What follows belongs to an exercise in optimizing a design on an open flow for small area, a short achievable clock period and few clock cycles per item; a production flow would make more cautious choices.
At most, simulation tests tie the RTL to the original design; equivalence was not proved.

// aes_key_expand
module aes_key_expand #(
  parameter int KEY_BITS = 256
) (
  input  logic                clk,
  input  logic                rst,
  input  logic                start,
  input  logic [KEY_BITS-1:0] key_in,
  output logic                busy,
  output logic [127:0]        rk_out,
  output logic [3:0]          rk_idx,
  output logic                rk_valid,
  input  logic                rk_ready,
  output logic                done
);
Size: about 2,100 cells after synthesis, ~400 I/O pins.
Settings: LEC_CHECK=0, CAP_MARGIN=20, CORE_MARGIN=2, CORE_UTILIZATION=60, SLEW_MARGIN=20, SYNTH_HIERARCHICAL=1, SYNTH_MINIMUM_KEEP_SIZE=0; clock period 22.0 ns.
standard.sh (not shown) runs the stock make flow with config.mk's settings and CLKGATE_MAP_FILE= SYNTH_SCRIPT=/design/flow/synth_recipe.tcl, a recipe that flattens the netlist after the stock synthesis.
==> flow/flow/run.sh <==
#!/bin/bash
# Standard ORFS layout (the standard.sh), with these changes:
#  - synthesis is the standard flow's own script, but ABC maps with flow/abc.script (area-oriented);
#  - ports are buffered with the small sky130_fd_sc_hd__buf_1 instead of the default pick;
#  - clock tree synthesis inserts no dummy loads;
#  - timing repair aims for a slack margin that leaves TARGET_NS (flow/target.txt) of the
#    clock period, so the layout is sized for a shorter period than the constraint asks.
# Each step's full log is in orfs/logs/; the make output is in synth.log and layout.log here.
set -euo pipefail
here=$(pwd)
export FLOW_WORK=$here
export MY_ABC_SCRIPT=$here/flow/abc.script
target=$(cat flow/target.txt)
extra=()
if [[ "$target" != "none" ]]; then
  margin=$(python3 -c "print(round($FLOW_PERIOD_NS - $target, 3))")
  extra+=("SETUP_SLACK_MARGIN=$margin")
fi
bash standard.sh "SYNTH_SCRIPT=$here/flow/my_synth.tcl" synth > "$here/synth.log" 2>&1
bash standard.sh "CTS_ARGS=-sink_clustering_enable -repair_clock_nets -dont_use_dummy_load" "BUFFER_PORTS_ARGS=-buffer_cell sky130_fd_sc_hd__buf_1" "${extra[@]}" finish > "$here/layout.log" 2>&1
==> flow/flow/abc.script <==
strash
map -a
==> flow/flow/my_synth.tcl <==
# The standard synthesis script (synth_recipe.tcl, in the work folder), with one change:
# every ABC mapping call uses the script named by MY_ABC_SCRIPT instead of ORFS's.
proc abc {args} {
  set i [lsearch -exact $args -script]
  if {$i >= 0} { lset args [expr {$i + 1}] $::env(MY_ABC_SCRIPT) }
  yosys abc {*}$args
}
source $::env(FLOW_WORK)/synth_recipe.tcl
==> flow/flow/target.txt <==
6.2
The starting point went through all stages and came out clean.
Testbench counts at the start, summed over its fixed seeds: cycles 3,072, round keys 2,880.
Change:
==> flow/flow/target.txt (replaced) <==
5.7
Settings changed: CORE_UTILIZATION 60 to 40.
Clock-buffer cell count rises by 4.
Worst setup slack gains 420 ps.
Area after synthesis is unchanged.
Change:
--- a/flow/flow/run.sh
+++ b/flow/flow/run.sh
@@ -3,5 +3,4 @@
 #  - synthesis is the standard flow's own script, but ABC maps with flow/abc.script (area-oriented);
 #  - ports are buffered with the small sky130_fd_sc_hd__buf_1 instead of the default pick;
-#  - clock tree synthesis inserts no dummy loads;
 #  - timing repair aims for a slack margin that leaves TARGET_NS (flow/target.txt) of the
 #    clock period, so the layout is sized for a shorter period than the constraint asks.
@@ -18,3 +17,3 @@
 fi
 bash standard.sh "SYNTH_SCRIPT=$here/flow/my_synth.tcl" synth > "$here/synth.log" 2>&1
-bash standard.sh "CTS_ARGS=-sink_clustering_enable -repair_clock_nets -dont_use_dummy_load" "BUFFER_PORTS_ARGS=-buffer_cell sky130_fd_sc_hd__buf_1" "${extra[@]}" finish > "$here/layout.log" 2>&1
+bash standard.sh "BUFFER_PORTS_ARGS=-buffer_cell sky130_fd_sc_hd__buf_1" "${extra[@]}" finish > "$here/layout.log" 2>&1
==> flow/flow/abc.script (replaced) <==
strash
dc2
dch -f
map -a
==> flow/flow/target.txt (replaced) <==
5.8
The new run produced a clean layout.
Die area fell by 0.67%.
Setup slack gets worse by 18 ps.
Synthesized cell count rises by 6.6%.
Global-route usage stays flat.

* * *

The RTL this note starts from:
==> flow/design.v <==
module aes_key_expand #(
  parameter int KEY_BITS = 256
) (
  input  logic                clk,
  input  logic                rst,
  input  logic                start,
  input  logic [KEY_BITS-1:0] key_in,
  output logic                busy,
  output logic [127:0]        rk_out,
  output logic [3:0]          rk_idx,
  output logic                rk_valid,
  input  logic                rk_ready,
  output logic                done
);
  logic [255:0] st;      
  logic [3:0]   idx;     
  logic         act;     
  logic         vld;     
  logic [3:0]   ridx;    
  logic [31:0]  sw, p0, p1, p2, p3, rc;
  logic [127:0] nw;
  logic [7:0]   rcon;
  logic         adv;
  for (genvar b = 0; b < 4; b++) begin : g_sbox
    aes_ks_sbox u_sbox (.x(st[224+8*b +: 8]), .y(sw[8*b +: 8]));
  end
  aes_ks_mix u_mix (.sw(sw), .rot(!idx[0]), .p({p3, p2, p1, p0}), .nw(nw));
  assign busy     = vld;
  assign rk_valid = vld;
  assign rk_out   = st[127:0];
  assign rk_idx   = ridx;
  always_comb begin
    rcon = 8'h01 << idx[3:1];
    rc = idx[0] ? 32'h0 : {24'h0, rcon};
    p0 = st[31:0] ^ rc;
    p1 = p0 ^ st[63:32];
    p2 = p1 ^ st[95:64];
    p3 = p2 ^ st[127:96];
    adv = rk_ready;
  end
  logic [3:0] act_g, sel_ld, sel_sh, sel_hd;
  for (genvar g = 0; g < 4; g++) begin : g_act
    assign sel_ld[g] = !act_g[g];
    assign sel_sh[g] = act_g[g] && adv;
    assign sel_hd[g] = act_g[g] && !adv;
    always_ff @(posedge clk or posedge rst) begin
      if (rst) act_g[g] <= 1'b0;
      else if (!act_g[g]) act_g[g] <= start;
      else if (adv && idx == 4'd14) act_g[g] <= 1'b0;
    end
  end
  logic [255:0] st_d, st_n;
  assign st_n = {nw, st[255:128]};
  for (genvar j = 0; j < 256; j++) begin : g_sel
    aes_ks_sel u_sel (.ld(sel_ld[j/64]), .sh(sel_sh[j/64]), .hd(sel_hd[j/64]), .k(key_in[j]),
                      .n(st_n[j]), .q(st[j]), .d(st_d[j]));
  end
  always_ff @(posedge clk) begin
    st <= st_d;
  end
  always_ff @(posedge clk) begin
    if (!act) ridx <= 4'd0;
    else if (adv) ridx <= idx + 4'd1;
  end
  always_ff @(posedge clk or posedge rst) begin
    if (rst) begin
      act <= 1'b0;
      vld <= 1'b0;
      idx <= 4'd0;
      done <= 1'b0;
    end else begin
      done <= 1'b0;
      if (!vld) vld <= start;
      else if (adv && idx == 4'd14) vld <= 1'b0;
      if (!act) begin
        idx <= 4'd0;
        if (start) act <= 1'b1;
      end else if (adv) begin
        idx <= idx + 4'd1;
        if (idx == 4'd14) begin
          act <= 1'b0;
          done <= 1'b1;
        end
      end
    end
  end
endmodule
module aes_ks_sbox (
  input  logic [7:0] x,
  output logic [7:0] y
);
  function automatic logic [7:0] sbox(input logic [7:0] x);
    logic u0, u1, u2, u3, u4, u5, u6, u7;
    logic t1, t2, t3, t4, t5, t6, t7, t8, t9, t10, t11, t12, t13, t14, t15, t16, t17, t18, t19;
    logic t20, t21, t22, t23, t24, t25, t26, t27;
    logic m1, m2, m3, m4, m5, m6, m7, m8, m9, m10, m11, m12, m13, m14, m15, m16, m17, m18, m19;
    logic m20, m21, m22, m23, m24, m25, m26, m27, m28, m29, m30, m31, m32, m33, m34, m35, m36;
    logic m37, m38, m39, m40, m41, m42, m43, m44, m45, m46, m47, m48, m49, m50, m51, m52, m53;
    logic m54, m55, m56, m57, m58, m59, m60, m61, m62, m63;
    logic l0, l1, l2, l3, l4, l5, l6, l7, l8, l9, l10, l11, l12, l13, l14, l15, l16, l17, l18;
    logic l19, l20, l21, l22, l23, l24, l25, l26, l27, l28, l29;
    u0 = x[7]; u1 = x[6]; u2 = x[5]; u3 = x[4]; u4 = x[3]; u5 = x[2]; u6 = x[1]; u7 = x[0];
    t1 = u0 ^ u3;   t2 = u0 ^ u5;   t3 = u0 ^ u6;   t4 = u3 ^ u5;   t5 = u4 ^ u6;
    t6 = t1 ^ t5;   t7 = u1 ^ u2;   t8 = u7 ^ t6;   t9 = u7 ^ t7;   t10 = t6 ^ t7;
    t11 = u1 ^ u5;  t12 = u2 ^ u5;  t13 = t3 ^ t4;  t14 = t6 ^ t11; t15 = t5 ^ t11;
    t16 = t5 ^ t12; t17 = t9 ^ t16; t18 = u3 ^ u7;  t19 = t7 ^ t18; t20 = t1 ^ t19;
    t21 = u6 ^ u7;  t22 = t7 ^ t21; t23 = t2 ^ t22; t24 = t2 ^ t10; t25 = t20 ^ t17;
    t26 = t3 ^ t16; t27 = t1 ^ t12;
    m1 = t13 & t6;  m2 = t23 & t8;  m3 = t14 ^ m1;  m4 = t19 & u7;  m5 = m4 ^ m1;
    m6 = t3 & t16;  m7 = t22 & t9;  m8 = t26 ^ m6;  m9 = t20 & t17; m10 = m9 ^ m6;
    m11 = t1 & t15; m12 = t4 & t27; m13 = m12 ^ m11; m14 = t2 & t10; m15 = m14 ^ m11;
    m16 = m3 ^ m2;  m17 = m5 ^ t24; m18 = m8 ^ m7;  m19 = m10 ^ m15; m20 = m16 ^ m13;
    m21 = m17 ^ m15; m22 = m18 ^ m13; m23 = m19 ^ t25; m24 = m22 ^ m23; m25 = m22 & m20;
    m26 = m21 ^ m25; m27 = m20 ^ m21; m28 = m23 ^ m25; m29 = m28 & m27; m30 = m26 & m24;
    m31 = m20 & m23; m32 = m27 & m31; m33 = m27 ^ m25; m34 = m21 & m22; m35 = m24 & m34;
    m36 = m24 ^ m25; m37 = m21 ^ m29; m38 = m32 ^ m33; m39 = m23 ^ m30; m40 = m35 ^ m36;
    m41 = m38 ^ m40; m42 = m37 ^ m39; m43 = m37 ^ m38; m44 = m39 ^ m40; m45 = m42 ^ m41;
    m46 = m44 & t6;  m47 = m40 & t8;  m48 = m39 & u7;  m49 = m43 & t16; m50 = m38 & t9;
    m51 = m37 & t17; m52 = m42 & t15; m53 = m45 & t27; m54 = m41 & t10; m55 = m44 & t13;
    m56 = m40 & t23; m57 = m39 & t19; m58 = m43 & t3;  m59 = m38 & t22; m60 = m37 & t20;
    m61 = m42 & t1;  m62 = m45 & t4;  m63 = m41 & t2;
    l0 = m61 ^ m62;  l1 = m50 ^ m56;  l2 = m46 ^ m48;  l3 = m47 ^ m55;  l4 = m54 ^ m58;
    l5 = m49 ^ m61;  l6 = m62 ^ l5;   l7 = m46 ^ l3;   l8 = m51 ^ m59;  l9 = m52 ^ m53;
    l10 = m53 ^ l4;  l11 = m60 ^ l2;  l12 = m48 ^ m51; l13 = m50 ^ l0;  l14 = m52 ^ m61;
    l15 = m55 ^ l1;  l16 = m56 ^ l0;  l17 = m57 ^ l1;  l18 = m58 ^ l8;  l19 = m63 ^ l4;
    l20 = l0 ^ l1;   l21 = l1 ^ l7;   l22 = l3 ^ l12;  l23 = l18 ^ l2;  l24 = l15 ^ l9;
    l25 = l6 ^ l10;  l26 = l7 ^ l9;   l27 = l8 ^ l10;  l28 = l11 ^ l14; l29 = l11 ^ l17;
    sbox[7] = l6 ^ l24;
    sbox[6] = ~(l16 ^ l26);
    sbox[5] = ~(l19 ^ l28);
    sbox[4] = l6 ^ l21;
    sbox[3] = l20 ^ l22;
    sbox[2] = l25 ^ l29;
    sbox[1] = ~(l13 ^ l27);
    sbox[0] = ~(l6 ^ l23);
  endfunction
  assign y = sbox(x);
endmodule
module aes_ks_mix (
  input  logic [31:0]  sw,
  input  logic         rot,
  input  logic [127:0] p,
  output logic [127:0] nw
);
  logic [31:0] t;
  assign t = rot ? {sw[7:0], sw[31:8]} : sw;
  assign nw = p ^ {4{t}};
endmodule
module aes_ks_sel (
  input  logic ld, sh, hd, k, n, q,
  output logic d
);
  assign d = (ld & k) | (sh & n) | (hd & q);
endmodule
Settings: LEC_CHECK=0, CAP_MARGIN=20, CORE_MARGIN=2, CORE_UTILIZATION=60, SLEW_MARGIN=20, SYNTH_HIERARCHICAL=1, SYNTH_MINIMUM_KEEP_SIZE=0; clock period 22.0 ns.
==> flow/flow/run.sh <==
#!/bin/bash
# Standard ORFS layout (the standard.sh), with these changes:
#  - synthesis is the standard flow's own script, but ABC maps with flow/abc.script (area-oriented);
#  - ports are buffered with the small sky130_fd_sc_hd__buf_1 instead of the default pick;
#  - clock tree synthesis clusters up to 24 sinks per leaf buffer and inserts no dummy loads;
#  - timing repair aims for a slack margin that leaves TARGET_NS (flow/target.txt) of the
#    clock period, so the layout is sized for a shorter period than the constraint asks.
# Each step's full log is in orfs/logs/; the make output is in synth.log and layout.log here.
set -euo pipefail
here=$(pwd)
export FLOW_WORK=$here
export MY_ABC_SCRIPT=$here/flow/abc.script
target=$(cat flow/target.txt)
extra=()
if [[ "$target" != "none" ]]; then
  margin=$(python3 -c "print(round($FLOW_PERIOD_NS - $target, 3))")
  extra+=("SETUP_SLACK_MARGIN=$margin")
fi
bash standard.sh "SYNTH_SCRIPT=$here/flow/my_synth.tcl" synth > "$here/synth.log" 2>&1
bash standard.sh "CTS_ARGS=-sink_clustering_enable -repair_clock_nets -dont_use_dummy_load -sink_clustering_size 24 -sink_clustering_max_diameter 80" "BUFFER_PORTS_ARGS=-buffer_cell sky130_fd_sc_hd__buf_1" "${extra[@]}" finish > "$here/layout.log" 2>&1
==> flow/flow/abc.script <==
strash
map -a
==> flow/flow/target.txt <==
5.5
Scripts as last shown in full above: flow/flow/my_synth.tcl
Change:
--- a/flow/flow/run.sh
+++ b/flow/flow/run.sh
@@ -4,3 +4,3 @@
 #  - ports are buffered with the small sky130_fd_sc_hd__buf_1 instead of the default pick;
-#  - clock tree synthesis clusters up to 24 sinks per leaf buffer and inserts no dummy loads;
+#  - clock tree synthesis inserts no dummy loads;
 #  - timing repair aims for a slack margin that leaves TARGET_NS (flow/target.txt) of the
@@ -19,2 +19,2 @@
 bash standard.sh "SYNTH_SCRIPT=$here/flow/my_synth.tcl" synth > "$here/synth.log" 2>&1
-bash standard.sh "CTS_ARGS=-sink_clustering_enable -repair_clock_nets -dont_use_dummy_load -sink_clustering_size 24 -sink_clustering_max_diameter 80" "BUFFER_PORTS_ARGS=-buffer_cell sky130_fd_sc_hd__buf_1" "${extra[@]}" finish > "$here/layout.log" 2>&1
+bash standard.sh "CTS_ARGS=-sink_clustering_enable -repair_clock_nets -dont_use_dummy_load" "BUFFER_PORTS_ARGS=-buffer_cell sky130_fd_sc_hd__buf_1" "${extra[@]}" finish > "$here/layout.log" 2>&1
==> flow/flow/target.txt (replaced) <==
5.7
What happened:
- design area stays flat
- cell count increases by 0.50%
- setup slack gets worse by 0.17 ns
- core utilization decreases by 0.12 points
- clock skew decreases by 0.017 ns
- area after synthesis is unchanged
Function was not checked in any run of this note: the RTL went through the layout flow alone.

-- separate check: timing with driven ports --
In the flow no input, the clock included, has a driving cell. The finished layouts below were timed again as built, in two steps.
Step 1: set_driving_cell puts a clkbuf_16 on clk and a buf_2 on each other input, an assumption about the parent block.
Step 2 also shifts input and output timing later by t, the mid clock arrival at the registers, as if the neighbouring blocks saw the same clock.
Three values: ideal, step 1, step 2; two values: the first two.
run | t, ns | slack for setup (ns) | cell pins on the clock port's net
the first run of note 1 | 0.591 | 15.967 / 15.992 / 15.400 | 1
the second run of note 1 | 0.578 | 16.382 / 16.325 / 15.917 | 1
the third run of note 1 | 0.628 | 16.364 / 16.306 / 15.786 | 1
the first run of note 2 | 0.553 | 16.516 / 16.463 / 16.188 | 1
the second run of note 2 | 0.593 | 16.349 / 16.296 / 15.820 | 1
After both steps every run listed still meets setup and hold. For the third run of note 1, which loses most, drivers alone change the setup slack by -0.058 ns; drivers and shift together by -0.578 ns.
